This design comes from an exercise in tuning for small area, a short achievable clock period and few clock cycles per item on the open sky130 flow, not from production work.
No functional check of the RTL was part of any run shown here.
No activity file was given, so power comes from the tool's default toggle rates.

==> flow/design.v, too long to show whole: its modules and the start of the top module <==
// module lfs_fa: 4 lines
// module lfs_ha: 4 lines
// module lfs_steer_tree: 982 lines
// module lfs_add_8: 108 lines
// module lfs_add_10: 132 lines
// module lfs_add_17: 246 lines
// module lfs_add_20: 292 lines
// module line_follow_steering_core: 232 lines
module line_follow_steering_core (
   input  logic        clock,
   input  logic        reset,
   input  logic        req_valid,
   output logic        req_stall,
   input  logic [22:0] req_word,
   output logic        rsp_valid,
   input  logic        rsp_stall,
   output logic [17:0] rsp_word,
   input  logic        csr_write_en,
   input  logic [2:0]  csr_index,
   input  logic [15:0] csr_data
);
  // ...
==> flow/flow/run.sh <==
#!/bin/bash
set -euo pipefail
MARGIN=$(cat flow/margin.txt)
bash standard.sh SETUP_SLACK_MARGIN="$MARGIN" TNS_END_PERCENT=100 \
  BUFFER_PORTS_ARGS="-buffer_cell sky130_fd_sc_hd__buf_2" finish > flow_make.log 2>&1
==> flow/flow/margin.txt <==
7
==> flow/standard.sh <==
#!/bin/bash
# synth_recipe.tcl (not shown) runs the flow's synth.tcl, then flattens the netlist and writes it again
# the make line also repeats each setting of config.mk as NAME=value (left out here)
make -C /OpenROAD-flow-scripts/flow DESIGN_CONFIG=/design/flow/config.mk WORK_HOME=/design/flow/orfs CLKGATE_MAP_FILE= SYNTH_SCRIPT=/design/flow/synth_recipe.tcl "${@:-finish}"
==> flow/config.mk <==
export PLATFORM = sky130hd
export DESIGN_NAME = line_follow_steering_core
export DESIGN_NICKNAME = line_follow_steering_core
export VERILOG_FILES = /design/flow/design.v
export SDC_FILE = /design/flow/constraint.sdc
export NUM_CORES = 4
export LEC_CHECK = 0
export CAP_MARGIN = 20
export CORE_MARGIN = 2
export CORE_UTILIZATION = 40
export SLEW_MARGIN = 20
export SYNTH_HIERARCHICAL = 1
==> flow/constraint.sdc <==
create_clock -name core_clock -period 11.0 [get_ports {clock}]
set_input_delay 2.2000 -clock core_clock [delete_from_list [all_inputs] [get_ports {clock}]]
set_output_delay 2.2000 -clock core_clock [all_outputs]
set_load 0.01 [all_outputs]
==> impl_metrics.yaml, run 1 <==
outcome:
  run_status: "timing/DRC/antenna clean"
layout:
  area_share_nonclk_buffers: 0.0907
  inverters_excl_clock: 185
  seq_area_frac: 0.176
  layout.cell_area.non_filler_um2: 23800
  stdcell_count: 2834
  seq_cells: 165
route:
  number_of_drc_violations_after_detailed_routing_iteration_0: 1217
  drt_pass1_iterations: 5
  drt_drc_violations_left: 0
clock_network:
  clock_slew_seen_by_the_registers_of_the_worst_setup_and_hold_paths_ns: 0.08
  cts-resized-gates: 143
worst_setup_path:
  crit_path_max_incr_delay_ns: 0.55
  cpMostUsedCell: "sky130_fd_sc_hd__fa_1"
  worst_setup_path_startpoint: "base[0]"
placed_design:
  place_hpwl_um: 39700
grt:
  met3_track_demand_over_resource_in_global_routing: 0.0359
  grt-ovfl-total: 0
pwr:
  netSwitchingPower_uw: 1570
  pwr-share-clk: 0.170
timing:
  finalCritPeriodShare: 0.394
  setup_ws_ns: 6.67
  worst_pin_slew_ns: 0.993
floorplanning:
  num_rows: 83
  die_width_um: 232
synth:
  syn-mean-instance-area_um2: 9.83
==> module lfs_add_10, before the edit <==
module lfs_add_10 (
   input  logic [9:0] a,
   input  logic [9:0] b,
   input  logic ci,
   output logic [9:0] s,
   output logic co
);
   logic g1;
   logic g2;
   logic g3;
   logic g4;
   logic g5;
   logic g6;
   logic g7;
   logic g8;
   logic g9;
   logic g10;
   logic p11;
   logic p12;
   logic p13;
   logic p14;
   logic p15;
   logic p16;
   logic p17;
   logic p18;
   logic p19;
   logic p20;
   logic G21;
   logic G22;
   logic P23;
   logic G24;
   logic P25;
   logic G26;
   logic P27;
   logic G28;
   logic P29;
   logic G30;
   logic P31;
   logic G32;
   logic P33;
   logic G34;
   logic P35;
   logic G36;
   logic P37;
   logic G38;
   logic P39;
   logic G40;
   logic P41;
   logic G42;
   logic P43;
   logic G44;
   logic P45;
   logic G46;
   logic P47;
   logic G48;
   logic P49;
   logic G50;
   logic P51;
   logic s52;
   logic s53;
   logic s54;
   logic s55;
   logic s56;
   logic s57;
   logic s58;
   logic s59;
   logic s60;
   logic s61;
   assign g1 = a[0] & b[0];
   assign g2 = a[1] & b[1];
   assign g3 = a[2] & b[2];
   assign g4 = a[3] & b[3];
   assign g5 = a[4] & b[4];
   assign g6 = a[5] & b[5];
   assign g7 = a[6] & b[6];
   assign g8 = a[7] & b[7];
   assign g9 = a[8] & b[8];
   assign g10 = a[9] & b[9];
   assign p11 = a[0] ^ b[0];
   assign p12 = a[1] ^ b[1];
   assign p13 = a[2] ^ b[2];
   assign p14 = a[3] ^ b[3];
   assign p15 = a[4] ^ b[4];
   assign p16 = a[5] ^ b[5];
   assign p17 = a[6] ^ b[6];
   assign p18 = a[7] ^ b[7];
   assign p19 = a[8] ^ b[8];
   assign p20 = a[9] ^ b[9];
   assign G21 = g1 | (p11 & ci);
   assign G22 = g2 | (p12 & G21);
   assign P23 = p12 & p11;
   assign G24 = g4 | (p14 & g3);
   assign P25 = p14 & p13;
   assign G26 = g6 | (p16 & g5);
   assign P27 = p16 & p15;
   assign G28 = g8 | (p18 & g7);
   assign P29 = p18 & p17;
   assign G30 = g10 | (p20 & g9);
   assign P31 = p20 & p19;
   assign G32 = g3 | (p13 & G22);
   assign P33 = p13 & P23;
   assign G34 = G24 | (P25 & G22);
   assign P35 = P25 & P23;
   assign G36 = g7 | (p17 & G26);
   assign P37 = p17 & P27;
   assign G38 = G28 | (P29 & G26);
   assign P39 = P29 & P27;
   assign G40 = g5 | (p15 & G34);
   assign P41 = p15 & P35;
   assign G42 = G26 | (P27 & G34);
   assign P43 = P27 & P35;
   assign G44 = G36 | (P37 & G34);
   assign P45 = P37 & P35;
   assign G46 = G38 | (P39 & G34);
   assign P47 = P39 & P35;
   assign G48 = g9 | (p19 & G46);
   assign P49 = p19 & P47;
   assign G50 = G30 | (P31 & G46);
   assign P51 = P31 & P47;
   assign s52 = p11 ^ ci;
   assign s53 = p12 ^ G21;
   assign s54 = p13 ^ G22;
   assign s55 = p14 ^ G32;
   assign s56 = p15 ^ G34;
   assign s57 = p16 ^ G40;
   assign s58 = p17 ^ G42;
   assign s59 = p18 ^ G44;
   assign s60 = p19 ^ G46;
   assign s61 = p20 ^ G48;
   assign s = {s61, s60, s59, s58, s57, s56, s55, s54, s53, s52};
   assign co = G50;
endmodule
==> module lfs_add_17, before the edit <==
module lfs_add_17 (
   input  logic [16:0] a,
   input  logic [16:0] b,
   input  logic ci,
   output logic [16:0] s,
   output logic co
);
   logic g1;
   logic g2;
   logic g3;
   logic g4;
   logic g5;
   logic g6;
   logic g7;
   logic g8;
   logic g9;
   logic g10;
   logic g11;
   logic g12;
   logic g13;
   logic g14;
   logic g15;
   logic g16;
   logic g17;
   logic p18;
   logic p19;
   logic p20;
   logic p21;
   logic p22;
   logic p23;
   logic p24;
   logic p25;
   logic p26;
   logic p27;
   logic p28;
   logic p29;
   logic p30;
   logic p31;
   logic p32;
   logic p33;
   logic p34;
   logic G35;
   logic G36;
   logic P37;
   logic G38;
   logic P39;
   logic G40;
   logic P41;
   logic G42;
   logic P43;
   logic G44;
   logic P45;
   logic G46;
   logic P47;
   logic G48;
   logic P49;
   logic G50;
   logic P51;
   logic G52;
   logic P53;
   logic G54;
   logic P55;
   logic G56;
   logic P57;
   logic G58;
   logic P59;
   logic G60;
   logic P61;
   logic G62;
   logic P63;
   logic G64;
   logic P65;
   logic G66;
   logic P67;
   logic G68;
   logic P69;
   logic G70;
   logic P71;
   logic G72;
   logic P73;
   logic G74;
   logic P75;
   logic G76;
   logic P77;
   logic G78;
   logic P79;
   logic G80;
   logic P81;
   logic G82;
   logic P83;
   logic G84;
   logic P85;
   logic G86;
   logic P87;
   logic G88;
   logic P89;
   logic G90;
   logic P91;
   logic G92;
   logic P93;
   logic G94;
   logic P95;
   logic G96;
   logic P97;
   logic G98;
   logic P99;
   logic G100;
   logic P101;
   logic s102;
   logic s103;
   logic s104;
   logic s105;
   logic s106;
   logic s107;
   logic s108;
   logic s109;
   logic s110;
   logic s111;
   logic s112;
   logic s113;
   logic s114;
   logic s115;
   logic s116;
   logic s117;
   logic s118;
   assign g1 = a[0] & b[0];
   assign g2 = a[1] & b[1];
   assign g3 = a[2] & b[2];
   assign g4 = a[3] & b[3];
   assign g5 = a[4] & b[4];
   assign g6 = a[5] & b[5];
   assign g7 = a[6] & b[6];
   assign g8 = a[7] & b[7];
   assign g9 = a[8] & b[8];
   assign g10 = a[9] & b[9];
   assign g11 = a[10] & b[10];
   assign g12 = a[11] & b[11];
   assign g13 = a[12] & b[12];
   assign g14 = a[13] & b[13];
   assign g15 = a[14] & b[14];
   assign g16 = a[15] & b[15];
   assign g17 = a[16] & b[16];
   assign p18 = a[0] ^ b[0];
   assign p19 = a[1] ^ b[1];
   assign p20 = a[2] ^ b[2];
   assign p21 = a[3] ^ b[3];
   assign p22 = a[4] ^ b[4];
   assign p23 = a[5] ^ b[5];
   assign p24 = a[6] ^ b[6];
   assign p25 = a[7] ^ b[7];
   assign p26 = a[8] ^ b[8];
   assign p27 = a[9] ^ b[9];
   assign p28 = a[10] ^ b[10];
   assign p29 = a[11] ^ b[11];
   assign p30 = a[12] ^ b[12];
   assign p31 = a[13] ^ b[13];
   assign p32 = a[14] ^ b[14];
   assign p33 = a[15] ^ b[15];
   assign p34 = a[16] ^ b[16];
   assign G35 = g1 | (p18 & ci);
   assign G36 = g2 | (p19 & G35);
   assign P37 = p19 & p18;
   assign G38 = g4 | (p21 & g3);
   assign P39 = p21 & p20;
   assign G40 = g6 | (p23 & g5);
   assign P41 = p23 & p22;
   assign G42 = g8 | (p25 & g7);
   assign P43 = p25 & p24;
   assign G44 = g10 | (p27 & g9);
   assign P45 = p27 & p26;
   assign G46 = g12 | (p29 & g11);
   assign P47 = p29 & p28;
   assign G48 = g14 | (p31 & g13);
   assign P49 = p31 & p30;
   assign G50 = g16 | (p33 & g15);
   assign P51 = p33 & p32;
   assign G52 = g3 | (p20 & G36);
   assign P53 = p20 & P37;
   assign G54 = G38 | (P39 & G36);
   assign P55 = P39 & P37;
   assign G56 = g7 | (p24 & G40);
   assign P57 = p24 & P41;
   assign G58 = G42 | (P43 & G40);
   assign P59 = P43 & P41;
   assign G60 = g11 | (p28 & G44);
   assign P61 = p28 & P45;
   assign G62 = G46 | (P47 & G44);
   assign P63 = P47 & P45;
   assign G64 = g15 | (p32 & G48);
   assign P65 = p32 & P49;
   assign G66 = G50 | (P51 & G48);
   assign P67 = P51 & P49;
   assign G68 = g5 | (p22 & G54);
   assign P69 = p22 & P55;
   assign G70 = G40 | (P41 & G54);
   assign P71 = P41 & P55;
   assign G72 = G56 | (P57 & G54);
   assign P73 = P57 & P55;
   assign G74 = G58 | (P59 & G54);
   assign P75 = P59 & P55;
   assign G76 = g13 | (p30 & G62);
   assign P77 = p30 & P63;
   assign G78 = G48 | (P49 & G62);
   assign P79 = P49 & P63;
   assign G80 = G64 | (P65 & G62);
   assign P81 = P65 & P63;
   assign G82 = G66 | (P67 & G62);
   assign P83 = P67 & P63;
   assign G84 = g9 | (p26 & G74);
   assign P85 = p26 & P75;
   assign G86 = G44 | (P45 & G74);
   assign P87 = P45 & P75;
   assign G88 = G60 | (P61 & G74);
   assign P89 = P61 & P75;
   assign G90 = G62 | (P63 & G74);
   assign P91 = P63 & P75;
   assign G92 = G76 | (P77 & G74);
   assign P93 = P77 & P75;
   assign G94 = G78 | (P79 & G74);
   assign P95 = P79 & P75;
   assign G96 = G80 | (P81 & G74);
   assign P97 = P81 & P75;
   assign G98 = G82 | (P83 & G74);
   assign P99 = P83 & P75;
   assign G100 = g17 | (p34 & G98);
   assign P101 = p34 & P99;
   assign s102 = p18 ^ ci;
   assign s103 = p19 ^ G35;
   assign s104 = p20 ^ G36;
   assign s105 = p21 ^ G52;
   assign s106 = p22 ^ G54;
   assign s107 = p23 ^ G68;
   assign s108 = p24 ^ G70;
   assign s109 = p25 ^ G72;
   assign s110 = p26 ^ G74;
   assign s111 = p27 ^ G84;
   assign s112 = p28 ^ G86;
   assign s113 = p29 ^ G88;
   assign s114 = p30 ^ G90;
   assign s115 = p31 ^ G92;
   assign s116 = p32 ^ G94;
   assign s117 = p33 ^ G96;
   assign s118 = p34 ^ G98;
   assign s = {s118, s117, s116, s115, s114, s113, s112, s111, s110, s109, s108, s107, s106, s105, s104, s103, s102};
   assign co = G100;
endmodule
==> module lfs_add_20, before the edit <==
module lfs_add_20 (
   input  logic [19:0] a,
   input  logic [19:0] b,
   input  logic ci,
   output logic [19:0] s,
   output logic co
);
   logic g1;
   logic g2;
   logic g3;
   logic g4;
   logic g5;
   logic g6;
   logic g7;
   logic g8;
   logic g9;
   logic g10;
   logic g11;
   logic g12;
   logic g13;
   logic g14;
   logic g15;
   logic g16;
   logic g17;
   logic g18;
   logic g19;
   logic g20;
   logic p21;
   logic p22;
   logic p23;
   logic p24;
   logic p25;
   logic p26;
   logic p27;
   logic p28;
   logic p29;
   logic p30;
   logic p31;
   logic p32;
   logic p33;
   logic p34;
   logic p35;
   logic p36;
   logic p37;
   logic p38;
   logic p39;
   logic p40;
   logic G41;
   logic G42;
   logic P43;
   logic G44;
   logic P45;
   logic G46;
   logic P47;
   logic G48;
   logic P49;
   logic G50;
   logic P51;
   logic G52;
   logic P53;
   logic G54;
   logic P55;
   logic G56;
   logic P57;
   logic G58;
   logic P59;
   logic G60;
   logic P61;
   logic G62;
   logic P63;
   logic G64;
   logic P65;
   logic G66;
   logic P67;
   logic G68;
   logic P69;
   logic G70;
   logic P71;
   logic G72;
   logic P73;
   logic G74;
   logic P75;
   logic G76;
   logic P77;
   logic G78;
   logic P79;
   logic G80;
   logic P81;
   logic G82;
   logic P83;
   logic G84;
   logic P85;
   logic G86;
   logic P87;
   logic G88;
   logic P89;
   logic G90;
   logic P91;
   logic G92;
   logic P93;
   logic G94;
   logic P95;
   logic G96;
   logic P97;
   logic G98;
   logic P99;
   logic G100;
   logic P101;
   logic G102;
   logic P103;
   logic G104;
   logic P105;
   logic G106;
   logic P107;
   logic G108;
   logic P109;
   logic G110;
   logic P111;
   logic G112;
   logic P113;
   logic G114;
   logic P115;
   logic G116;
   logic P117;
   logic G118;
   logic P119;
   logic G120;
   logic P121;
   logic s122;
   logic s123;
   logic s124;
   logic s125;
   logic s126;
   logic s127;
   logic s128;
   logic s129;
   logic s130;
   logic s131;
   logic s132;
   logic s133;
   logic s134;
   logic s135;
   logic s136;
   logic s137;
   logic s138;
   logic s139;
   logic s140;
   logic s141;
   assign g1 = a[0] & b[0];
   assign g2 = a[1] & b[1];
   assign g3 = a[2] & b[2];
   assign g4 = a[3] & b[3];
   assign g5 = a[4] & b[4];
   assign g6 = a[5] & b[5];
   assign g7 = a[6] & b[6];
   assign g8 = a[7] & b[7];
   assign g9 = a[8] & b[8];
   assign g10 = a[9] & b[9];
   assign g11 = a[10] & b[10];
   assign g12 = a[11] & b[11];
   assign g13 = a[12] & b[12];
   assign g14 = a[13] & b[13];
   assign g15 = a[14] & b[14];
   assign g16 = a[15] & b[15];
   assign g17 = a[16] & b[16];
   assign g18 = a[17] & b[17];
   assign g19 = a[18] & b[18];
   assign g20 = a[19] & b[19];
   assign p21 = a[0] ^ b[0];
   assign p22 = a[1] ^ b[1];
   assign p23 = a[2] ^ b[2];
   assign p24 = a[3] ^ b[3];
   assign p25 = a[4] ^ b[4];
   assign p26 = a[5] ^ b[5];
   assign p27 = a[6] ^ b[6];
   assign p28 = a[7] ^ b[7];
   assign p29 = a[8] ^ b[8];
   assign p30 = a[9] ^ b[9];
   assign p31 = a[10] ^ b[10];
   assign p32 = a[11] ^ b[11];
   assign p33 = a[12] ^ b[12];
   assign p34 = a[13] ^ b[13];
   assign p35 = a[14] ^ b[14];
   assign p36 = a[15] ^ b[15];
   assign p37 = a[16] ^ b[16];
   assign p38 = a[17] ^ b[17];
   assign p39 = a[18] ^ b[18];
   assign p40 = a[19] ^ b[19];
   assign G41 = g1 | (p21 & ci);
   assign G42 = g2 | (p22 & G41);
   assign P43 = p22 & p21;
   assign G44 = g4 | (p24 & g3);
   assign P45 = p24 & p23;
   assign G46 = g6 | (p26 & g5);
   assign P47 = p26 & p25;
   assign G48 = g8 | (p28 & g7);
   assign P49 = p28 & p27;
   assign G50 = g10 | (p30 & g9);
   assign P51 = p30 & p29;
   assign G52 = g12 | (p32 & g11);
   assign P53 = p32 & p31;
   assign G54 = g14 | (p34 & g13);
   assign P55 = p34 & p33;
   assign G56 = g16 | (p36 & g15);
   assign P57 = p36 & p35;
   assign G58 = g18 | (p38 & g17);
   assign P59 = p38 & p37;
   assign G60 = g20 | (p40 & g19);
   assign P61 = p40 & p39;
   assign G62 = g3 | (p23 & G42);
   assign P63 = p23 & P43;
   assign G64 = G44 | (P45 & G42);
   assign P65 = P45 & P43;
   assign G66 = g7 | (p27 & G46);
   assign P67 = p27 & P47;
   assign G68 = G48 | (P49 & G46);
   assign P69 = P49 & P47;
   assign G70 = g11 | (p31 & G50);
   assign P71 = p31 & P51;
   assign G72 = G52 | (P53 & G50);
   assign P73 = P53 & P51;
   assign G74 = g15 | (p35 & G54);
   assign P75 = p35 & P55;
   assign G76 = G56 | (P57 & G54);
   assign P77 = P57 & P55;
   assign G78 = g19 | (p39 & G58);
   assign P79 = p39 & P59;
   assign G80 = G60 | (P61 & G58);
   assign P81 = P61 & P59;
   assign G82 = g5 | (p25 & G64);
   assign P83 = p25 & P65;
   assign G84 = G46 | (P47 & G64);
   assign P85 = P47 & P65;
   assign G86 = G66 | (P67 & G64);
   assign P87 = P67 & P65;
   assign G88 = G68 | (P69 & G64);
   assign P89 = P69 & P65;
   assign G90 = g13 | (p33 & G72);
   assign P91 = p33 & P73;
   assign G92 = G54 | (P55 & G72);
   assign P93 = P55 & P73;
   assign G94 = G74 | (P75 & G72);
   assign P95 = P75 & P73;
   assign G96 = G76 | (P77 & G72);
   assign P97 = P77 & P73;
   assign G98 = g9 | (p29 & G88);
   assign P99 = p29 & P89;
   assign G100 = G50 | (P51 & G88);
   assign P101 = P51 & P89;
   assign G102 = G70 | (P71 & G88);
   assign P103 = P71 & P89;
   assign G104 = G72 | (P73 & G88);
   assign P105 = P73 & P89;
   assign G106 = G90 | (P91 & G88);
   assign P107 = P91 & P89;
   assign G108 = G92 | (P93 & G88);
   assign P109 = P93 & P89;
   assign G110 = G94 | (P95 & G88);
   assign P111 = P95 & P89;
   assign G112 = G96 | (P97 & G88);
   assign P113 = P97 & P89;
   assign G114 = g17 | (p37 & G112);
   assign P115 = p37 & P113;
   assign G116 = G58 | (P59 & G112);
   assign P117 = P59 & P113;
   assign G118 = G78 | (P79 & G112);
   assign P119 = P79 & P113;
   assign G120 = G80 | (P81 & G112);
   assign P121 = P81 & P113;
   assign s122 = p21 ^ ci;
   assign s123 = p22 ^ G41;
   assign s124 = p23 ^ G42;
   assign s125 = p24 ^ G62;
   assign s126 = p25 ^ G64;
   assign s127 = p26 ^ G82;
   assign s128 = p27 ^ G84;
   assign s129 = p28 ^ G86;
   assign s130 = p29 ^ G88;
   assign s131 = p30 ^ G98;
   assign s132 = p31 ^ G100;
   assign s133 = p32 ^ G102;
   assign s134 = p33 ^ G104;
   assign s135 = p34 ^ G106;
   assign s136 = p35 ^ G108;
   assign s137 = p36 ^ G110;
   assign s138 = p37 ^ G112;
   assign s139 = p38 ^ G114;
   assign s140 = p39 ^ G116;
   assign s141 = p40 ^ G118;
   assign s = {s141, s140, s139, s138, s137, s136, s135, s134, s133, s132, s131, s130, s129, s128, s127, s126, s125, s124, s123, s122};
   assign co = G120;
endmodule
==> inputs of run 2 (changes only) <==
--- a/flow/design.v
+++ b/flow/design.v
@@ -1042,793 +1042,470 @@
    lfs_fa u_s565 (.a(c460), .b(s513), .c(c512), .s(s565), .co(c566));
    lfs_fa u_s567 (.a(s467), .b(c514), .c(s515), .s(s567), .co(c568));
    lfs_fa u_s569 (.a(c468), .b(s517), .c(c516), .s(s569), .co(c570));
    lfs_fa u_s571 (.a(c470), .b(s519), .c(c518), .s(s571), .co(c572));
    lfs_fa u_s573 (.a(pp107), .b(c472), .c(c520), .s(s573), .co(c574));
    assign sum0 = {c574, c572, c570, c568, c566, c564, c562, c560, c558, c556, c554, c552, c550, c548, c546, c544, c542, c540, c538, c536, c534, c532, c530, c528, c526, c524, c522, s521};
    assign sum1 = {pp108, s573, s571, s569, s567, s565, s563, s561, s559, s557, s555, s553, s551, s549, s547, s545, s543, s541, s539, s537, s535, s533, s531, s529, s527, s525, s523, pp109};
 endmodule
-module lfs_add_8 (
-   input  logic [7:0] a,
-   input  logic [7:0] b,
+module lfs_add_10 (
+   input  logic [9:0] a,
+   input  logic [9:0] b,
    input  logic ci,
-   output logic [7:0] s,
+   output logic [9:0] s,
    output logic co
 );
-   logic g1;
-   logic g2;
-   logic g3;
-   logic g4;
-   logic g5;
-   logic g6;
-   logic g7;
-   logic g8;
-   logic p9;
-   logic p10;
-   logic p11;
-   logic p12;
-   logic p13;
-   logic p14;
-   logic p15;
-   logic p16;
-   logic G17;
-   logic G18;
-   logic P19;
-   logic G20;
-   logic P21;
-   logic G22;
-   logic P23;
-   logic G24;
-   logic P25;
-   logic G26;
-   logic P27;
-   logic G28;
-   logic P29;
-   logic G30;
-   logic P31;
-   logic G32;
-   logic P33;
-   logic G34;
-   logic P35;
-   logic G36;
-   logic P37;
-   logic G38;
-   logic P39;
-   logic G40;
-   logic P41;
-   logic s42;
-   logic s43;
-   logic s44;
-   logic s45;
-   logic s46;
-   logic s47;
-   logic s48;
-   logic s49;
-   assign g1 = a[0] & b[0];
-   assign g2 = a[1] & b[1];
-   assign g3 = a[2] & b[2];
-   assign g4 = a[3] & b[3];
-   assign g5 = a[4] & b[4];
-   assign g6 = a[5] & b[5];
-   assign g7 = a[6] & b[6];
-   assign g8 = a[7] & b[7];
-   assign p9 = a[0] ^ b[0];
-   assign p10 = a[1] ^ b[1];
-   assign p11 = a[2] ^ b[2];
-   assign p12 = a[3] ^ b[3];
-   assign p13 = a[4] ^ b[4];
-   assign p14 = a[5] ^ b[5];
-   assign p15 = a[6] ^ b[6];
-   assign p16 = a[7] ^ b[7];
-   assign G17 = g1 | (p9 & ci);
-   assign G18 = g2 | (p10 & G17);
-   assign P19 = p10 & p9;
-   assign G20 = g4 | (p12 & g3);
-   assign P21 = p12 & p11;
-   assign G22 = g6 | (p14 & g5);
-   assign P23 = p14 & p13;
-   assign G24 = g8 | (p16 & g7);
-   assign P25 = p16 & p15;
-   assign G26 = g3 | (p11 & G18);
-   assign P27 = p11 & P19;
-   assign G28 = G20 | (P21 & G18);
-   assign P29 = P21 & P19;
-   assign G30 = g7 | (p15 & G22);
-   assign P31 = p15 & P23;
-   assign G32 = G24 | (P25 & G22);
-   assign P33 = P25 & P23;
-   assign G34 = g5 | (p13 & G28);
-   assign P35 = p13 & P29;
-   assign G36 = G22 | (P23 & G28);
-   assign P37 = P23 & P29;
-   assign G38 = G30 | (P31 & G28);
-   assign P39 = P31 & P29;
-   assign G40 = G32 | (P33 & G28);
-   assign P41 = P33 & P29;
-   assign s42 = p9 ^ ci;
-   assign s43 = p10 ^ G17;
-   assign s44 = p11 ^ G18;
-   assign s45 = p12 ^ G26;
-   assign s46 = p13 ^ G28;
-   assign s47 = p14 ^ G34;
-   assign s48 = p15 ^ G36;
-   assign s49 = p16 ^ G38;
-   assign s = {s49, s48, s47, s46, s45, s44, s43, s42};
-   assign co = G40;
+   logic [9:0] g, p, c;
+   lfs_pg_10 u_pg (.a(a), .b(b), .g(g), .p(p));
+   lfs_pfx_10 u_pfx (.g(g), .p(p), .ci(ci), .c(c));
+   assign s  = p ^ {c[8:0], ci};
+   assign co = c[9];
 endmodule
-module lfs_add_10 (
+module lfs_pg_10 (
    input  logic [9:0] a,
    input  logic [9:0] b,
+   output logic [9:0] g,
+   output logic [9:0] p
+);
+   assign g = a & b;
+   assign p = a ^ b;
+endmodule
+module lfs_pfx_10 (
+   input  logic [9:0] g,
+   input  logic [9:0] p,
    input  logic ci,
-   output logic [9:0] s,
-   output logic co
+   output logic [9:0] c
 );
-   logic g1;
-   logic g2;
-   logic g3;
-   logic g4;
-   logic g5;
-   logic g6;
-   logic g7;
-   logic g8;
-   logic g9;
-   logic g10;
-   logic p11;
-   logic p12;
-   logic p13;
-   logic p14;
-   logic p15;
-   logic p16;
-   logic p17;
-   logic p18;
-   logic p19;
-   logic p20;
+   logic G1;
+   logic G2;
+   logic G3;
+   logic P4;
+   logic G5;
+   logic P6;
+   logic G7;
+   logic P8;
+   logic G9;
+   logic P10;
+   logic G11;
+   logic G12;
+   logic G13;
+   logic P14;
+   logic G15;
+   logic P16;
+   logic G17;
+   logic G18;
+   logic G19;
+   logic G20;
    logic G21;
    logic G22;
-   logic P23;
-   logic G24;
-   logic P25;
-   logic G26;
-   logic P27;
-   logic G28;
-   logic P29;
-   logic G30;
-   logic P31;
-   logic G32;
-   logic P33;
-   logic G34;
-   logic P35;
-   logic G36;
-   logic P37;
-   logic G38;
-   logic P39;
-   logic G40;
-   logic P41;
-   logic G42;
-   logic P43;
-   logic G44;
-   logic P45;
-   logic G46;
-   logic P47;
-   logic G48;
-   logic P49;
-   logic G50;
-   logic P51;
-   logic s52;
-   logic s53;
-   logic s54;
-   logic s55;
-   logic s56;
-   logic s57;
-   logic s58;
-   logic s59;
-   logic s60;
-   logic s61;
-   assign g1 = a[0] & b[0];
-   assign g2 = a[1] & b[1];
-   assign g3 = a[2] & b[2];
-   assign g4 = a[3] & b[3];
-   assign g5 = a[4] & b[4];
-   assign g6 = a[5] & b[5];
-   assign g7 = a[6] & b[6];
-   assign g8 = a[7] & b[7];
-   assign g9 = a[8] & b[8];
-   assign g10 = a[9] & b[9];
-   assign p11 = a[0] ^ b[0];
-   assign p12 = a[1] ^ b[1];
-   assign p13 = a[2] ^ b[2];
-   assign p14 = a[3] ^ b[3];
-   assign p15 = a[4] ^ b[4];
-   assign p16 = a[5] ^ b[5];
-   assign p17 = a[6] ^ b[6];
-   assign p18 = a[7] ^ b[7];
-   assign p19 = a[8] ^ b[8];
-   assign p20 = a[9] ^ b[9];
-   assign G21 = g1 | (p11 & ci);
-   assign G22 = g2 | (p12 & G21);
-   assign P23 = p12 & p11;
-   assign G24 = g4 | (p14 & g3);
-   assign P25 = p14 & p13;
-   assign G26 = g6 | (p16 & g5);
-   assign P27 = p16 & p15;
-   assign G28 = g8 | (p18 & g7);
-   assign P29 = p18 & p17;
-   assign G30 = g10 | (p20 & g9);
-   assign P31 = p20 & p19;
-   assign G32 = g3 | (p13 & G22);
-   assign P33 = p13 & P23;
-   assign G34 = G24 | (P25 & G22);
-   assign P35 = P25 & P23;
-   assign G36 = g7 | (p17 & G26);
-   assign P37 = p17 & P27;
-   assign G38 = G28 | (P29 & G26);
-   assign P39 = P29 & P27;
-   assign G40 = g5 | (p15 & G34);
-   assign P41 = p15 & P35;
-   assign G42 = G26 | (P27 & G34);
-   assign P43 = P27 & P35;
-   assign G44 = G36 | (P37 & G34);
-   assign P45 = P37 & P35;
-   assign G46 = G38 | (P39 & G34);
-   assign P47 = P39 & P35;
-   assign G48 = g9 | (p19 & G46);
-   assign P49 = p19 & P47;
-   assign G50 = G30 | (P31 & G46);
-   assign P51 = P31 & P47;
-   assign s52 = p11 ^ ci;
-   assign s53 = p12 ^ G21;
-   assign s54 = p13 ^ G22;
-   assign s55 = p14 ^ G32;
-   assign s56 = p15 ^ G34;
-   assign s57 = p16 ^ G40;
-   assign s58 = p17 ^ G42;
-   assign s59 = p18 ^ G44;
-   assign s60 = p19 ^ G46;
-   assign s61 = p20 ^ G48;
-   assign s = {s61, s60, s59, s58, s57, s56, s55, s54, s53, s52};
-   assign co = G50;
+   assign G1 = g[0] | (p[0] & ci);
+   assign G2 = g[1] | (p[1] & G1);
+   assign G3 = g[3] | (p[3] & g[2]);
+   assign P4 = p[3] & p[2];
+   assign G5 = g[5] | (p[5] & g[4]);
+   assign P6 = p[5] & p[4];
+   assign G7 = g[7] | (p[7] & g[6]);
+   assign P8 = p[7] & p[6];
+   assign G9 = g[9] | (p[9] & g[8]);
+   assign P10 = p[9] & p[8];
+   assign G11 = g[2] | (p[2] & G2);
+   assign G12 = G3 | (P4 & G2);
+   assign G13 = g[6] | (p[6] & G5);
+   assign P14 = p[6] & P6;
+   assign G15 = G7 | (P8 & G5);
+   assign P16 = P8 & P6;
+   assign G17 = g[4] | (p[4] & G12);
+   assign G18 = G5 | (P6 & G12);
+   assign G19 = G13 | (P14 & G12);
+   assign G20 = G15 | (P16 & G12);
+   assign G21 = g[8] | (p[8] & G20);
+   assign G22 = G9 | (P10 & G20);
+   assign c = {G22, G21, G20, G19, G18, G17, G12, G11, G2, G1};
 endmodule
 module lfs_add_17 (
    input  logic [16:0] a,
    input  logic [16:0] b,
    input  logic ci,
    output logic [16:0] s,
    output logic co
 );
-   logic g1;
-   logic g2;
-   logic g3;
-   logic g4;
-   logic g5;
-   logic g6;
-   logic g7;
-   logic g8;
-   logic g9;
-   logic g10;
-   logic g11;
-   logic g12;
-   logic g13;
-   logic g14;
-   logic g15;
-   logic g16;
-   logic g17;
-   logic p18;
-   logic p19;
-   logic p20;
-   logic p21;
-   logic p22;
-   logic p23;
-   logic p24;
-   logic p25;
-   logic p26;
-   logic p27;
-   logic p28;
-   logic p29;
-   logic p30;
-   logic p31;
-   logic p32;
-   logic p33;
-   logic p34;
+   logic [16:0] g, p, c;
+   lfs_pg_17 u_pg (.a(a), .b(b), .g(g), .p(p));
+   lfs_pfx_17 u_pfx (.g(g), .p(p), .ci(ci), .c(c));
+   assign s  = p ^ {c[15:0], ci};
+   assign co = c[16];
+endmodule
+module lfs_pg_17 (
+   input  logic [16:0] a,
+   input  logic [16:0] b,
+   output logic [16:0] g,
+   output logic [16:0] p
+);
+   assign g = a & b;
+   assign p = a ^ b;
+endmodule
+module lfs_pfx_17 (
+   input  logic [16:0] g,
+   input  logic [16:0] p,
+   input  logic ci,
+   output logic [16:0] c
+);
+   logic G1;
+   logic G2;
+   logic G3;
+   logic P4;
+   logic G5;
+   logic P6;
+   logic G7;
+   logic P8;
+   logic G9;
+   logic P10;
+   logic G11;
+   logic P12;
+   logic G13;
+   logic P14;
+   logic G15;
+   logic P16;
+   logic G17;
+   logic G18;
+   logic G19;
+   logic P20;
+   logic G21;
+   logic P22;
+   logic G23;
+   logic P24;
+   logic G25;
+   logic P26;
+   logic G27;
+   logic P28;
+   logic G29;
+   logic P30;
+   logic G31;
+   logic G32;
+   logic G33;
+   logic G34;
    logic G35;
-   logic G36;
-   logic P37;
-   logic G38;
-   logic P39;
-   logic G40;
-   logic P41;
-   logic G42;
-   logic P43;
+   logic P36;
+   logic G37;
+   logic P38;
+   logic G39;
+   logic P40;
+   logic G41;
+   logic P42;
+   logic G43;
    logic G44;
-   logic P45;
+   logic G45;
    logic G46;
-   logic P47;
+   logic G47;
    logic G48;
-   logic P49;
+   logic G49;
    logic G50;
-   logic P51;
-   logic G52;
-   logic P53;
-   logic G54;
-   logic P55;
-   logic G56;
-   logic P57;
-   logic G58;
-   logic P59;
-   logic G60;
-   logic P61;
-   logic G62;
-   logic P63;
-   logic G64;
-   logic P65;
-   logic G66;
-   logic P67;
-   logic G68;
-   logic P69;
-   logic G70;
-   logic P71;
-   logic G72;
-   logic P73;
-   logic G74;
-   logic P75;
-   logic G76;
-   logic P77;
-   logic G78;
-   logic P79;
-   logic G80;
-   logic P81;
-   logic G82;
-   logic P83;
-   logic G84;
-   logic P85;
-   logic G86;
-   logic P87;
-   logic G88;
-   logic P89;
-   logic G90;
-   logic P91;
-   logic G92;
-   logic P93;
-   logic G94;
-   logic P95;
-   logic G96;
-   logic P97;
-   logic G98;
-   logic P99;
-   logic G100;
-   logic P101;
-   logic s102;
-   logic s103;
-   logic s104;
-   logic s105;
-   logic s106;
-   logic s107;
-   logic s108;
-   logic s109;
-   logic s110;
-   logic s111;
-   logic s112;
-   logic s113;
-   logic s114;
-   logic s115;
-   logic s116;
-   logic s117;
-   logic s118;
-   assign g1 = a[0] & b[0];
-   assign g2 = a[1] & b[1];
-   assign g3 = a[2] & b[2];
-   assign g4 = a[3] & b[3];
-   assign g5 = a[4] & b[4];
-   assign g6 = a[5] & b[5];
-   assign g7 = a[6] & b[6];
-   assign g8 = a[7] & b[7];
-   assign g9 = a[8] & b[8];
-   assign g10 = a[9] & b[9];
-   assign g11 = a[10] & b[10];
-   assign g12 = a[11] & b[11];
-   assign g13 = a[12] & b[12];
-   assign g14 = a[13] & b[13];
-   assign g15 = a[14] & b[14];
-   assign g16 = a[15] & b[15];
-   assign g17 = a[16] & b[16];
-   assign p18 = a[0] ^ b[0];
-   assign p19 = a[1] ^ b[1];
-   assign p20 = a[2] ^ b[2];
-   assign p21 = a[3] ^ b[3];
-   assign p22 = a[4] ^ b[4];
-   assign p23 = a[5] ^ b[5];
-   assign p24 = a[6] ^ b[6];
-   assign p25 = a[7] ^ b[7];
-   assign p26 = a[8] ^ b[8];
-   assign p27 = a[9] ^ b[9];
-   assign p28 = a[10] ^ b[10];
-   assign p29 = a[11] ^ b[11];
-   assign p30 = a[12] ^ b[12];
-   assign p31 = a[13] ^ b[13];
-   assign p32 = a[14] ^ b[14];
-   assign p33 = a[15] ^ b[15];
-   assign p34 = a[16] ^ b[16];
-   assign G35 = g1 | (p18 & ci);
-   assign G36 = g2 | (p19 & G35);
-   assign P37 = p19 & p18;
-   assign G38 = g4 | (p21 & g3);
-   assign P39 = p21 & p20;
-   assign G40 = g6 | (p23 & g5);
-   assign P41 = p23 & p22;
-   assign G42 = g8 | (p25 & g7);
-   assign P43 = p25 & p24;
-   assign G44 = g10 | (p27 & g9);
-   assign P45 = p27 & p26;
-   assign G46 = g12 | (p29 & g11);
-   assign P47 = p29 & p28;
-   assign G48 = g14 | (p31 & g13);
-   assign P49 = p31 & p30;
-   assign G50 = g16 | (p33 & g15);
-   assign P51 = p33 & p32;
-   assign G52 = g3 | (p20 & G36);
-   assign P53 = p20 & P37;
-   assign G54 = G38 | (P39 & G36);
-   assign P55 = P39 & P37;
-   assign G56 = g7 | (p24 & G40);
-   assign P57 = p24 & P41;
-   assign G58 = G42 | (P43 & G40);
-   assign P59 = P43 & P41;
-   assign G60 = g11 | (p28 & G44);
-   assign P61 = p28 & P45;
-   assign G62 = G46 | (P47 & G44);
-   assign P63 = P47 & P45;
-   assign G64 = g15 | (p32 & G48);
-   assign P65 = p32 & P49;
-   assign G66 = G50 | (P51 & G48);
-   assign P67 = P51 & P49;
-   assign G68 = g5 | (p22 & G54);
-   assign P69 = p22 & P55;
-   assign G70 = G40 | (P41 & G54);
-   assign P71 = P41 & P55;
-   assign G72 = G56 | (P57 & G54);
-   assign P73 = P57 & P55;
-   assign G74 = G58 | (P59 & G54);
-   assign P75 = P59 & P55;
-   assign G76 = g13 | (p30 & G62);
-   assign P77 = p30 & P63;
-   assign G78 = G48 | (P49 & G62);
-   assign P79 = P49 & P63;
-   assign G80 = G64 | (P65 & G62);
-   assign P81 = P65 & P63;
-   assign G82 = G66 | (P67 & G62);
-   assign P83 = P67 & P63;
-   assign G84 = g9 | (p26 & G74);
-   assign P85 = p26 & P75;
-   assign G86 = G44 | (P45 & G74);
-   assign P87 = P45 & P75;
-   assign G88 = G60 | (P61 & G74);
-   assign P89 = P61 & P75;
-   assign G90 = G62 | (P63 & G74);
-   assign P91 = P63 & P75;
-   assign G92 = G76 | (P77 & G74);
-   assign P93 = P77 & P75;
-   assign G94 = G78 | (P79 & G74);
-   assign P95 = P79 & P75;
-   assign G96 = G80 | (P81 & G74);
-   assign P97 = P81 & P75;
-   assign G98 = G82 | (P83 & G74);
-   assign P99 = P83 & P75;
-   assign G100 = g17 | (p34 & G98);
-   assign P101 = p34 & P99;
-   assign s102 = p18 ^ ci;
-   assign s103 = p19 ^ G35;
-   assign s104 = p20 ^ G36;
-   assign s105 = p21 ^ G52;
-   assign s106 = p22 ^ G54;
-   assign s107 = p23 ^ G68;
-   assign s108 = p24 ^ G70;
-   assign s109 = p25 ^ G72;
-   assign s110 = p26 ^ G74;
-   assign s111 = p27 ^ G84;
-   assign s112 = p28 ^ G86;
-   assign s113 = p29 ^ G88;
-   assign s114 = p30 ^ G90;
-   assign s115 = p31 ^ G92;
-   assign s116 = p32 ^ G94;
-   assign s117 = p33 ^ G96;
-   assign s118 = p34 ^ G98;
-   assign s = {s118, s117, s116, s115, s114, s113, s112, s111, s110, s109, s108, s107, s106, s105, s104, s103, s102};
-   assign co = G100;
+   logic G51;
+   assign G1 = g[0] | (p[0] & ci);
+   assign G2 = g[1] | (p[1] & G1);
+   assign G3 = g[3] | (p[3] & g[2]);
+   assign P4 = p[3] & p[2];
+   assign G5 = g[5] | (p[5] & g[4]);
+   assign P6 = p[5] & p[4];
+   assign G7 = g[7] | (p[7] & g[6]);
+   assign P8 = p[7] & p[6];
+   assign G9 = g[9] | (p[9] & g[8]);
+   assign P10 = p[9] & p[8];
+   assign G11 = g[11] | (p[11] & g[10]);
+   assign P12 = p[11] & p[10];
+   assign G13 = g[13] | (p[13] & g[12]);
+   assign P14 = p[13] & p[12];
+   assign G15 = g[15] | (p[15] & g[14]);
+   assign P16 = p[15] & p[14];
+   assign G17 = g[2] | (p[2] & G2);
+   assign G18 = G3 | (P4 & G2);
+   assign G19 = g[6] | (p[6] & G5);
+   assign P20 = p[6] & P6;
+   assign G21 = G7 | (P8 & G5);
+   assign P22 = P8 & P6;
+   assign G23 = g[10] | (p[10] & G9);
+   assign P24 = p[10] & P10;
+   assign G25 = G11 | (P12 & G9);
+   assign P26 = P12 & P10;
+   assign G27 = g[14] | (p[14] & G13);
+   assign P28 = p[14] & P14;
+   assign G29 = G15 | (P16 & G13);
+   assign P30 = P16 & P14;
+   assign G31 = g[4] | (p[4] & G18);
+   assign G32 = G5 | (P6 & G18);
+   assign G33 = G19 | (P20 & G18);
+   assign G34 = G21 | (P22 & G18);
+   assign G35 = g[12] | (p[12] & G25);
+   assign P36 = p[12] & P26;
+   assign G37 = G13 | (P14 & G25);
+   assign P38 = P14 & P26;
+   assign G39 = G27 | (P28 & G25);
+   assign P40 = P28 & P26;
+   assign G41 = G29 | (P30 & G25);
+   assign P42 = P30 & P26;
+   assign G43 = g[8] | (p[8] & G34);
+   assign G44 = G9 | (P10 & G34);
+   assign G45 = G23 | (P24 & G34);
+   assign G46 = G25 | (P26 & G34);
+   assign G47 = G35 | (P36 & G34);
+   assign G48 = G37 | (P38 & G34);
+   assign G49 = G39 | (P40 & G34);
+   assign G50 = G41 | (P42 & G34);
+   assign G51 = g[16] | (p[16] & G50);
+   assign c = {G51, G50, G49, G48, G47, G46, G45, G44, G43, G34, G33, G32, G31, G18, G17, G2, G1};
 endmodule
 module lfs_add_20 (
    input  logic [19:0] a,
    input  logic [19:0] b,
    input  logic ci,
    output logic [19:0] s,
    output logic co
 );
-   logic g1;
-   logic g2;
-   logic g3;
-   logic g4;
-   logic g5;
-   logic g6;
-   logic g7;
-   logic g8;
-   logic g9;
-   logic g10;
-   logic g11;
-   logic g12;
-   logic g13;
-   logic g14;
-   logic g15;
-   logic g16;
-   logic g17;
-   logic g18;
-   logic g19;
-   logic g20;
-   logic p21;
-   logic p22;
-   logic p23;
-   logic p24;
-   logic p25;
-   logic p26;
-   logic p27;
-   logic p28;
-   logic p29;
-   logic p30;
-   logic p31;
-   logic p32;
-   logic p33;
-   logic p34;
-   logic p35;
-   logic p36;
-   logic p37;
-   logic p38;
-   logic p39;
-   logic p40;
+   logic [19:0] g, p, c;
+   lfs_pg_20 u_pg (.a(a), .b(b), .g(g), .p(p));
+   lfs_pfx_20 u_pfx (.g(g), .p(p), .ci(ci), .c(c));
+   assign s  = p ^ {c[18:0], ci};
+   assign co = c[19];
+endmodule
+module lfs_pg_20 (
+   input  logic [19:0] a,
+   input  logic [19:0] b,
+   output logic [19:0] g,
+   output logic [19:0] p
+);
+   assign g = a & b;
+   assign p = a ^ b;
+endmodule
+module lfs_pfx_20 (
+   input  logic [19:0] g,
+   input  logic [19:0] p,
+   input  logic ci,
+   output logic [19:0] c
+);
+   logic G1;
+   logic G2;
+   logic G3;
+   logic P4;
+   logic G5;
+   logic P6;
+   logic G7;
+   logic P8;
+   logic G9;
+   logic P10;
+   logic G11;
+   logic P12;
+   logic G13;
+   logic P14;
+   logic G15;
+   logic P16;
+   logic G17;
+   logic P18;
+   logic G19;
+   logic P20;
+   logic G21;
+   logic G22;
+   logic G23;
+   logic P24;
+   logic G25;
+   logic P26;
+   logic G27;
+   logic P28;
+   logic G29;
+   logic P30;
+   logic G31;
+   logic P32;
+   logic G33;
+   logic P34;
+   logic G35;
+   logic P36;
+   logic G37;
+   logic P38;
+   logic G39;
+   logic G40;
    logic G41;
    logic G42;
-   logic P43;
-   logic G44;
-   logic P45;
-   logic G46;
-   logic P47;
-   logic G48;
-   logic P49;
-   logic G50;
-   logic P51;
+   logic G43;
+   logic P44;
+   logic G45;
+   logic P46;
+   logic G47;
+   logic P48;
+   logic G49;
+   logic P50;
+   logic G51;
    logic G52;
-   logic P53;
+   logic G53;
    logic G54;
-   logic P55;
+   logic G55;
    logic G56;
-   logic P57;
+   logic G57;
    logic G58;
-   logic P59;
+   logic G59;
    logic G60;
-   logic P61;
+   logic G61;
    logic G62;
-   logic P63;
-   logic G64;
-   logic P65;
-   logic G66;
-   logic P67;
-   logic G68;
-   logic P69;
-   logic G70;
-   logic P71;
-   logic G72;
-   logic P73;
-   logic G74;
-   logic P75;
-   logic G76;
-   logic P77;
-   logic G78;
-   logic P79;
-   logic G80;
-   logic P81;
-   logic G82;
-   logic P83;
-   logic G84;
-   logic P85;
-   logic G86;
-   logic P87;
-   logic G88;
-   logic P89;
-   logic G90;
-   logic P91;
-   logic G92;
-   logic P93;
-   logic G94;
-   logic P95;
-   logic G96;
-   logic P97;
-   logic G98;
-   logic P99;
-   logic G100;
-   logic P101;
-   logic G102;
-   logic P103;
-   logic G104;
-   logic P105;
-   logic G106;
-   logic P107;
-   logic G108;
-   logic P109;
-   logic G110;
-   logic P111;
-   logic G112;
-   logic P113;
-   logic G114;
-   logic P115;
-   logic G116;
-   logic P117;
-   logic G118;
-   logic P119;
-   logic G120;
-   logic P121;
-   logic s122;
-   logic s123;
-   logic s124;
-   logic s125;
-   logic s126;
-   logic s127;
-   logic s128;
-   logic s129;
-   logic s130;
-   logic s131;
-   logic s132;
-   logic s133;
-   logic s134;
-   logic s135;
-   logic s136;
-   logic s137;
-   logic s138;
-   logic s139;
-   logic s140;
-   logic s141;
-   assign g1 = a[0] & b[0];
-   assign g2 = a[1] & b[1];
-   assign g3 = a[2] & b[2];
-   assign g4 = a[3] & b[3];
-   assign g5 = a[4] & b[4];
-   assign g6 = a[5] & b[5];
-   assign g7 = a[6] & b[6];
-   assign g8 = a[7] & b[7];
-   assign g9 = a[8] & b[8];
-   assign g10 = a[9] & b[9];
-   assign g11 = a[10] & b[10];
-   assign g12 = a[11] & b[11];
-   assign g13 = a[12] & b[12];
-   assign g14 = a[13] & b[13];
-   assign g15 = a[14] & b[14];
-   assign g16 = a[15] & b[15];
-   assign g17 = a[16] & b[16];
-   assign g18 = a[17] & b[17];
-   assign g19 = a[18] & b[18];
-   assign g20 = a[19] & b[19];
-   assign p21 = a[0] ^ b[0];
-   assign p22 = a[1] ^ b[1];
-   assign p23 = a[2] ^ b[2];
-   assign p24 = a[3] ^ b[3];
-   assign p25 = a[4] ^ b[4];
-   assign p26 = a[5] ^ b[5];
-   assign p27 = a[6] ^ b[6];
-   assign p28 = a[7] ^ b[7];
-   assign p29 = a[8] ^ b[8];
-   assign p30 = a[9] ^ b[9];
-   assign p31 = a[10] ^ b[10];
-   assign p32 = a[11] ^ b[11];
-   assign p33 = a[12] ^ b[12];
-   assign p34 = a[13] ^ b[13];
-   assign p35 = a[14] ^ b[14];
-   assign p36 = a[15] ^ b[15];
-   assign p37 = a[16] ^ b[16];
-   assign p38 = a[17] ^ b[17];
-   assign p39 = a[18] ^ b[18];
-   assign p40 = a[19] ^ b[19];
-   assign G41 = g1 | (p21 & ci);
-   assign G42 = g2 | (p22 & G41);
-   assign P43 = p22 & p21;
-   assign G44 = g4 | (p24 & g3);
-   assign P45 = p24 & p23;
-   assign G46 = g6 | (p26 & g5);
-   assign P47 = p26 & p25;
-   assign G48 = g8 | (p28 & g7);
-   assign P49 = p28 & p27;
-   assign G50 = g10 | (p30 & g9);
-   assign P51 = p30 & p29;
-   assign G52 = g12 | (p32 & g11);
-   assign P53 = p32 & p31;
-   assign G54 = g14 | (p34 & g13);
-   assign P55 = p34 & p33;
-   assign G56 = g16 | (p36 & g15);
-   assign P57 = p36 & p35;
-   assign G58 = g18 | (p38 & g17);
-   assign P59 = p38 & p37;
-   assign G60 = g20 | (p40 & g19);
-   assign P61 = p40 & p39;
-   assign G62 = g3 | (p23 & G42);
-   assign P63 = p23 & P43;
-   assign G64 = G44 | (P45 & G42);
-   assign P65 = P45 & P43;
-   assign G66 = g7 | (p27 & G46);
-   assign P67 = p27 & P47;
-   assign G68 = G48 | (P49 & G46);
-   assign P69 = P49 & P47;
-   assign G70 = g11 | (p31 & G50);
-   assign P71 = p31 & P51;
-   assign G72 = G52 | (P53 & G50);
-   assign P73 = P53 & P51;
-   assign G74 = g15 | (p35 & G54);
-   assign P75 = p35 & P55;
-   assign G76 = G56 | (P57 & G54);
-   assign P77 = P57 & P55;
-   assign G78 = g19 | (p39 & G58);
-   assign P79 = p39 & P59;
-   assign G80 = G60 | (P61 & G58);
-   assign P81 = P61 & P59;
-   assign G82 = g5 | (p25 & G64);
-   assign P83 = p25 & P65;
-   assign G84 = G46 | (P47 & G64);
-   assign P85 = P47 & P65;
-   assign G86 = G66 | (P67 & G64);
-   assign P87 = P67 & P65;
-   assign G88 = G68 | (P69 & G64);
-   assign P89 = P69 & P65;
-   assign G90 = g13 | (p33 & G72);
-   assign P91 = p33 & P73;
-   assign G92 = G54 | (P55 & G72);
-   assign P93 = P55 & P73;
-   assign G94 = G74 | (P75 & G72);
-   assign P95 = P75 & P73;
-   assign G96 = G76 | (P77 & G72);
-   assign P97 = P77 & P73;
-   assign G98 = g9 | (p29 & G88);
-   assign P99 = p29 & P89;
-   assign G100 = G50 | (P51 & G88);
-   assign P101 = P51 & P89;
-   assign G102 = G70 | (P71 & G88);
-   assign P103 = P71 & P89;
-   assign G104 = G72 | (P73 & G88);
-   assign P105 = P73 & P89;
-   assign G106 = G90 | (P91 & G88);
-   assign P107 = P91 & P89;
-   assign G108 = G92 | (P93 & G88);
-   assign P109 = P93 & P89;
-   assign G110 = G94 | (P95 & G88);
-   assign P111 = P95 & P89;
-   assign G112 = G96 | (P97 & G88);
-   assign P113 = P97 & P89;
-   assign G114 = g17 | (p37 & G112);
-   assign P115 = p37 & P113;
-   assign G116 = G58 | (P59 & G112);
-   assign P117 = P59 & P113;
-   assign G118 = G78 | (P79 & G112);
-   assign P119 = P79 & P113;
-   assign G120 = G80 | (P81 & G112);
-   assign P121 = P81 & P113;
-   assign s122 = p21 ^ ci;
-   assign s123 = p22 ^ G41;
-   assign s124 = p23 ^ G42;
-   assign s125 = p24 ^ G62;
-   assign s126 = p25 ^ G64;
-   assign s127 = p26 ^ G82;
-   assign s128 = p27 ^ G84;
-   assign s129 = p28 ^ G86;
-   assign s130 = p29 ^ G88;
-   assign s131 = p30 ^ G98;
-   assign s132 = p31 ^ G100;
-   assign s133 = p32 ^ G102;
-   assign s134 = p33 ^ G104;
-   assign s135 = p34 ^ G106;
-   assign s136 = p35 ^ G108;
-   assign s137 = p36 ^ G110;
-   assign s138 = p37 ^ G112;
-   assign s139 = p38 ^ G114;
-   assign s140 = p39 ^ G116;
-   assign s141 = p40 ^ G118;
-   assign s = {s141, s140, s139, s138, s137, s136, s135, s134, s133, s132, s131, s130, s129, s128, s127, s126, s125, s124, s123, s122};
-   assign co = G120;
+   assign G1 = g[0] | (p[0] & ci);
+   assign G2 = g[1] | (p[1] & G1);
+   assign G3 = g[3] | (p[3] & g[2]);
+   assign P4 = p[3] & p[2];
+   assign G5 = g[5] | (p[5] & g[4]);
+   assign P6 = p[5] & p[4];
+   assign G7 = g[7] | (p[7] & g[6]);
+   assign P8 = p[7] & p[6];
+   assign G9 = g[9] | (p[9] & g[8]);
+   assign P10 = p[9] & p[8];
+   assign G11 = g[11] | (p[11] & g[10]);
+   assign P12 = p[11] & p[10];
+   assign G13 = g[13] | (p[13] & g[12]);
+   assign P14 = p[13] & p[12];
+   assign G15 = g[15] | (p[15] & g[14]);
+   assign P16 = p[15] & p[14];
+   assign G17 = g[17] | (p[17] & g[16]);
+   assign P18 = p[17] & p[16];
+   assign G19 = g[19] | (p[19] & g[18]);
+   assign P20 = p[19] & p[18];
+   assign G21 = g[2] | (p[2] & G2);
+   assign G22 = G3 | (P4 & G2);
+   assign G23 = g[6] | (p[6] & G5);
+   assign P24 = p[6] & P6;
+   assign G25 = G7 | (P8 & G5);
+   assign P26 = P8 & P6;
+   assign G27 = g[10] | (p[10] & G9);
+   assign P28 = p[10] & P10;
+   assign G29 = G11 | (P12 & G9);
+   assign P30 = P12 & P10;
+   assign G31 = g[14] | (p[14] & G13);
+   assign P32 = p[14] & P14;
+   assign G33 = G15 | (P16 & G13);
+   assign P34 = P16 & P14;
+   assign G35 = g[18] | (p[18] & G17);
+   assign P36 = p[18] & P18;
+   assign G37 = G19 | (P20 & G17);
+   assign P38 = P20 & P18;
+   assign G39 = g[4] | (p[4] & G22);
+   assign G40 = G5 | (P6 & G22);
+   assign G41 = G23 | (P24 & G22);
+   assign G42 = G25 | (P26 & G22);
+   assign G43 = g[12] | (p[12] & G29);
+   assign P44 = p[12] & P30;
+   assign G45 = G13 | (P14 & G29);
+   assign P46 = P14 & P30;
+   assign G47 = G31 | (P32 & G29);
+   assign P48 = P32 & P30;
+   assign G49 = G33 | (P34 & G29);
+   assign P50 = P34 & P30;
+   assign G51 = g[8] | (p[8] & G42);
+   assign G52 = G9 | (P10 & G42);
+   assign G53 = G27 | (P28 & G42);
+   assign G54 = G29 | (P30 & G42);
+   assign G55 = G43 | (P44 & G42);
+   assign G56 = G45 | (P46 & G42);
+   assign G57 = G47 | (P48 & G42);
+   assign G58 = G49 | (P50 & G42);
+   assign G59 = g[16] | (p[16] & G58);
+   assign G60 = G17 | (P18 & G58);
+   assign G61 = G35 | (P36 & G58);
+   assign G62 = G37 | (P38 & G58);
+   assign c = {G62, G61, G60, G59, G58, G57, G56, G55, G54, G53, G52, G51, G42, G41, G40, G39, G22, G21, G2, G1};
+endmodule
+module lfs_pfx_8 (
+   input  logic [7:0] g,
+   input  logic [7:0] p,
+   input  logic ci,
+   output logic [7:0] c
+);
+   logic G1;
+   logic G2;
+   logic G3;
+   logic P4;
+   logic G5;
+   logic P6;
+   logic G7;
+   logic P8;
+   logic G9;
+   logic G10;
+   logic G11;
+   logic P12;
+   logic G13;
+   logic P14;
+   logic G15;
+   logic G16;
+   logic G17;
+   logic G18;
+   assign G1 = g[0] | (p[0] & ci);
+   assign G2 = g[1] | (p[1] & G1);
+   assign G3 = g[3] | (p[3] & g[2]);
+   assign P4 = p[3] & p[2];
+   assign G5 = g[5] | (p[5] & g[4]);
+   assign P6 = p[5] & p[4];
+   assign G7 = g[7] | (p[7] & g[6]);
+   assign P8 = p[7] & p[6];
+   assign G9 = g[2] | (p[2] & G2);
+   assign G10 = G3 | (P4 & G2);
+   assign G11 = g[6] | (p[6] & G5);
+   assign P12 = p[6] & P6;
+   assign G13 = G7 | (P8 & G5);
+   assign P14 = P8 & P6;
+   assign G15 = g[4] | (p[4] & G10);
+   assign G16 = G5 | (P6 & G10);
+   assign G17 = G11 | (P12 & G10);
+   assign G18 = G13 | (P14 & G10);
+   assign c = {G18, G17, G16, G15, G10, G9, G2, G1};
+endmodule
+module lfs_andpfx_8 (
+   input  logic [7:0] p,
+   input  logic ci,
+   output logic [7:0] c
+);
+   logic G1;
+   logic G2;
+   logic G3;
+   logic G4;
+   logic G5;
+   logic G6;
+   logic G7;
+   logic G8;
+   logic G9;
+   logic G10;
+   logic G11;
+   logic G12;
+   logic G13;
+   assign G1 = p[0] & ci;
+   assign G2 = p[1] & G1;
+   assign G3 = p[3] & p[2];
+   assign G4 = p[5] & p[4];
+   assign G5 = p[7] & p[6];
+   assign G6 = p[2] & G2;
+   assign G7 = G3 & G2;
+   assign G8 = p[6] & G4;
+   assign G9 = G5 & G4;
+   assign G10 = p[4] & G7;
+   assign G11 = G4 & G7;
+   assign G12 = G8 & G7;
+   assign G13 = G9 & G7;
+   assign c = {G13, G12, G11, G10, G7, G6, G2, G1};
+endmodule
+`timescale 1ns / 1ps
+module lfs_motor (
+   input  logic [19:0] x,
+   input  logic        nz,
+   output logic [7:0]  duty
+);
+   logic       neg, hi0, hi1, lo0, sat, inc;
+   logic [7:0] y, c;
+   assign neg = x[19];
+   assign hi0 = ~|x[19:8];
+   assign hi1 = &x[19:8];
+   assign lo0 = ~|x[7:0];
+   assign sat = neg ? (~hi1 | (lo0 & ~nz)) : ~hi0;
+   assign y   = x[7:0] ^ {8{neg}};
+   assign inc = neg & ~nz;
+   lfs_andpfx_8 u_inc (.p(y), .ci(inc), .c(c));
+   assign duty = (y ^ {c[6:0], inc}) | {8{sat}};
 endmodule
 `timescale 1ns / 1ps
 module line_follow_steering_core (
    input  logic        clock,
    input  logic        reset,
    input  logic        req_valid,
    output logic        req_stall,
    input  logic [22:0] req_word,
@@ -1998,20 +1675,21 @@
    logic [27:0] sum0, sum1;
    lfs_steer_tree u_tree (
       .ek_one (ek_one), .ek_two (ek_two), .ek_neg (ek_neg),
       .eg_one (eg_one), .eg_two (eg_two), .eg_neg (eg_neg),
       .nb     (nb),     .nc     (nc),
       .m      (a_m),    .p      (prev),
       .sum0   (sum0),   .sum1   (sum1)
    );
-   logic [7:0] lo_s;
-   logic       lo_c;
-   lfs_add_8 u_lo (.a(sum0[7:0]), .b(sum1[7:0]), .ci(1'b0), .s(lo_s), .co(lo_c));
+   wire [7:0] lo_g = sum0[7:0] & sum1[7:0];
    wire [7:0] lo_x = sum0[7:0] ^ sum1[7:0];
+   logic [7:0] lo_cc;
+   lfs_pfx_8 u_lo (.g(lo_g), .p(lo_x), .ci(1'b0), .c(lo_cc));
+   wire       lo_c = lo_cc[7];
    wire [7:0] lo_k = {sum0[6:0] | sum1[6:0], 1'b0};
    wire       lo_z = (lo_x == lo_k);
    logic [19:0] c_x, c_y;
    logic        c_ci, c_nz;
    always_ff @(posedge clock) begin
       if (!stall) begin
          c_x  <= sum0[27:8];
          c_y  <= sum1[27:8];
@@ -2032,29 +1710,19 @@
             wr_c[i+1] = (c_x[i] & c_y[i]) | (c_x[i] & ~bb) | (c_y[i] & ~bb);
          end
       end
       tl_c[0] = c_ci;
       wr_c[0] = c_ci;
    end
    lfs_add_20 u_t (.a(tl_s), .b(tl_c), .ci(1'b0), .s(t), .co(t_co));
    lfs_add_20 u_w (.a(wr_s), .b(wr_c), .ci(1'b1), .s(w), .co(w_co));
-   function automatic logic [7:0] motor_duty(input logic [19:0] x, input logic nz);
-      logic       neg, hi0, hi1, lo0, sat;
-      logic [7:0] mag;
-      neg = x[19];
-      hi0 = ~|x[19:8];
-      hi1 = &x[19:8];
-      lo0 = ~|x[7:0];
-      sat = neg ? (~hi1 | (lo0 & ~nz)) : ~hi0;
-      mag = neg ? (~x[7:0] + {7'd0, ~nz}) : x[7:0];
-      motor_duty = sat ? 8'hFF : mag;
-   endfunction
-   wire [7:0] dl = motor_duty(t, c_nz);
-   wire [7:0] dr = motor_duty(w, c_nz);
+   logic [7:0] dl, dr;
+   lfs_motor u_ml (.x(t), .nz(c_nz), .duty(dl));
+   lfs_motor u_mr (.x(w), .nz(c_nz), .duty(dr));
    wire fl = ~t[19] & ~((~|t[19:8]) & (~|t[7:0]));
    wire fr = w[19] & ~((&w[19:0]) & c_nz);
    logic [17:0] o_w;
    always_ff @(posedge clock) begin
       if (!stall) o_w <= {fl, dl, fr, dr};
    end
    assign rsp_word = o_w;
 endmodule
==> flow/flow/margin.txt (replaced) <==
6.5
==> run 2 against run 1 <==
  * Worst setup slack lost 0.016 ns
  * Synthesized cell count grew 1.9%
  * Critical path type unchanged
  * Clock power is essentially flat
  * Critical path depth shrank 3
  * Via count shrank 1.6%
  * Global-route usage shrank 0.076 points
  * Area after synthesis grew 0.89%
  * Register-to-register slack lost 0.02 ns
  * Utilization shrank 4.1 points
  * Sequential power grew 2%
==> impl_metrics.yaml, run 2 <==
floorplanning:
  chipHeight_um: 233
  fp.coreArea_um2: 51500
  boundaryPins: 67
  die_area_um2: 54100
  die_width_um: 233
  initial_utilization: 0.406
  num_rows: 83
clock_network:
  clock_slew_seen_by_the_registers_of_the_worst_setup_and_hold_paths_ns: 0.07
  clock_path_buffers: 2
  cts_tree: "done"
  cts_hold_repair.buffers: 0
  clk-insertion-delay-late_ns: 0.46
  h-tree-depth: 4
  clock-sinks: 165
  cts_buffers: 17
  cts_root_buffer: "sky130_fd_sc_hd__clkbuf_16"
layout:
  multi_input_area_um2: 14700
  finish.net_count: 2454
  layout-area-overhead-vs-synth_pct: 4.05
  antennaDiodeCount: 0
  area.sequential_um2: 4140
  filler_cell_count: 4990
  layout.cells.most_common: "sky130_fd_sc_hd__xnor2_1"
  drive_gt1_frac: 0.155
  top_regs: "c_x (20), c_y (20), o_w (18)"
  stdcell_count: 2759
  layout_common_cells: "sky130_fd_sc_hd__xnor2_1, sky130_fd_sc_hd__fa_1, sky130_fd_sc_hd__nand2_1, sky130_fd_sc_hd__ha_1, sky130_fd_sc_hd__a22oi_1"
placed_design:
  gp_congestion: 0.903
  buffer_ports.inserted: 66
  place.detailed.instances: 2673
  place_hpwl_um: 42200
route:
  drt-total-wl_um: 54600
  drt_pass1_iterations: 6
  route.detailed.wl_per_inst_um: 19.8
  ant_nets: 0
  drt_drc_violations_left: 0
  viasPerCell: 5.49
  number_of_drc_violations_after_detailed_routing_iteration_0: 1182
  num_vias: 15200
outcome:
  run_status: "timing/DRC/antenna clean"
pwr:
  netSwitchingPower_uw: 1690
  cellInternalPower_uw: 1980
  power_switching_share: 0.460
  p_per_area_nw_per_um2: 169
  leakage_uw: 0.00885
  worst_ir_drop_vdd_mv: 0.119
  sequentialPowerShare: 0.222
  pwr-share-clk: 0.165
  power.share.combinational: 0.614
timing:
  fin_worst_skew_ns: 0.0171
  finalCritPeriodShare: 0.396
  slew-limit-headroom: 0.284
  worst_pin_slew_ns: 1.07
  grt_setup_unrepaired: "yes"
  setup_tns_ns: 0
  timing_max_transition_violations_final: 0
  final_number_of_hold_violating_endpoints: 0
  setup_violations: 0
  layout_min_cycle_time_ns: 4.35
  clock.fmax_mhz: 230
worst_setup_path:
  critPathKind: "reg2reg"
  critical_path_peak_fanout: 13
  crit_arrival_ns: 4.54
  worst_setup_path_startpoint: "pd"
  critical_path_required_ns: 11.19
  setup.worst_path.start_class: "register"
  timing.rr.start: "pd"
  worstSetupEndpointType: "register"
hold_path:
  timing.hold.worst.class: "reg2reg"
  holdCritStartpoint: "gp[9]"
synth:
  synth-warning-count: 7
  syn_inst: 2148
  syn-cell-area_um2: 20900
  syn-mean-instance-area_um2: 9.73
grt:
  largest_net_degree_at_the_start_of_global_routing: 66
  grt-ovfl-total: 0
  antenna_found_initial: 0
  grt_pass1_wl_um: 85100
  vias_in_the_first_global_route: 15100
  grt_util_all_layers: 0.203
  top_usage_layer: "met2"
  met2_usage: 0.349
  met3_track_demand_over_resource_in_global_routing: 0.0257
  global_route.usage.met1: 0.259
job:
  drv_cap: 0
## run 2: cell types whose count changed in the layout (fill, tap and decap cells not counted), moves of 22 or more
cell / previous run / this run
sky130_fd_sc_hd__xor2_1: 44 / 89
sky130_fd_sc_hd__fa_1: 141 / 187
sky130_fd_sc_hd__inv_1: 169 / 127
sky130_fd_sc_hd__buf_4: 131 / 73
sky130_fd_sc_hd__ha_1: 130 / 152
sky130_fd_sc_hd__a21o_1: 17 / 39
sky130_fd_sc_hd__fa_2: 71 / 0
sky130_fd_sc_hd__o21ai_0: 34 / 58
sky130_fd_sc_hd__buf_6: 34 / 4
## run 2: worst paths after layout
kind | endpoint | slack [ns] | depth (start not counted)
setup / recovery | c_y[11] | 6.65 | 14
hold / removal | gp[9] | 0.46 | 2
setup reg to reg | c_y[11] | 6.65 | 14
hold reg to reg | gp[9] | 0.46 | 2
## run 2: power by group through the flow
stage	Combinational (uW)	Clock (uW)	Sequential, uW
floorplan	2120	0	796
global placement	2120	0	843
detailed placement	2160	0	845
CTS	2190	616	831
global route	2480	640	823
finish	2250	604	813
## run 2: layer usage
layer  up-vias  share of wire
li1       7030              -
met1      7559           0.42
met2       464           0.49
met3        97          0.050
met4         0          0.036
met5         -              0
## run 2: layout make-up
| cell class | count | area share |
|---|---|---|
| Timing Repair inverter | 1 | 0.000345 |
| Multi-Input combinational cell | 1601 | 0.674 |
| Inverter | 132 | 0.0230 |
| Clock buffer | 20 | 0.0211 |
| Tap cell | 680 | 0.0391 |
| Sequential cell | 165 | 0.190 |
| Clock inverter | 12 | 0.00524 |
| Timing Repair Buffer | 148 | 0.0468 |
## run 2: metrics by stage
stage	hold slack, ns	utilization	power (uW)	instance area, um2	setup slack [ns]
2_1_floorplan	0.436	-	2910	21000	6.53
3_3_place_gp	0.454	0.398	2960	20500	5.81
3_5_place_dp	0.457	0.398	3010	20500	5.76
4_1_cts	0.467	0.411	3630	21200	6.39
5_1_grt	0.486	0.422	3950	21700	6.49
6_report	0.465	0.422	3670	21700	6.65
## run 2: critical path: stages, from the launching register on
cell and delay [ns]:
sky130_fd_sc_hd__dfxtp_2 0.41, sky130_fd_sc_hd__clkinvlp_4 0.21, sky130_fd_sc_hd__buf_12 0.20, sky130_fd_sc_hd__nor3_2 0.20, sky130_fd_sc_hd__buf_6 0.24, sky130_fd_sc_hd__ha_1 0.28, sky130_fd_sc_hd__inv_1 0.13, sky130_fd_sc_hd__ha_1 0.20
sky130_fd_sc_hd__nor2b_1 0.07, sky130_fd_sc_hd__o21ai_0 0.20, sky130_fd_sc_hd__nand2b_1 0.10, sky130_fd_sc_hd__fa_1 0.39, sky130_fd_sc_hd__fa_1 0.48, sky130_fd_sc_hd__fa_1 0.54, sky130_fd_sc_hd__fa_1 0.41
## run 2: timing repair
action / CTS / global route
cloned: 1 / 0
resized for setup: 23 / 37
pin swaps: 1 / 0
setup endpoints to repair: 38 / 37
setup buffers: 5 / 47

==> static timing again, ports no longer ideal <==
No port has a modelled driver above. Below, the same layouts with a new extraction and two added sets of constraints. Step 1, drivers: a clkbuf_16 drives clock and a buf_2 each remaining input, both assumed. Step 2 times the ports against the registers' clock, not the clock port: input delays grow and output delays shrink by t, the midpoint of the rising clock arrivals with the driver on. Three values: ideal ports, drivers, drivers and shift; two values: the first two.
run	t, ns	setup slack, ns
run 1	0.539	6.665 / 6.665 / 6.159
run 2	0.510	6.649 / 6.649 / 6.290
After both steps setup and hold are still met in every run listed.
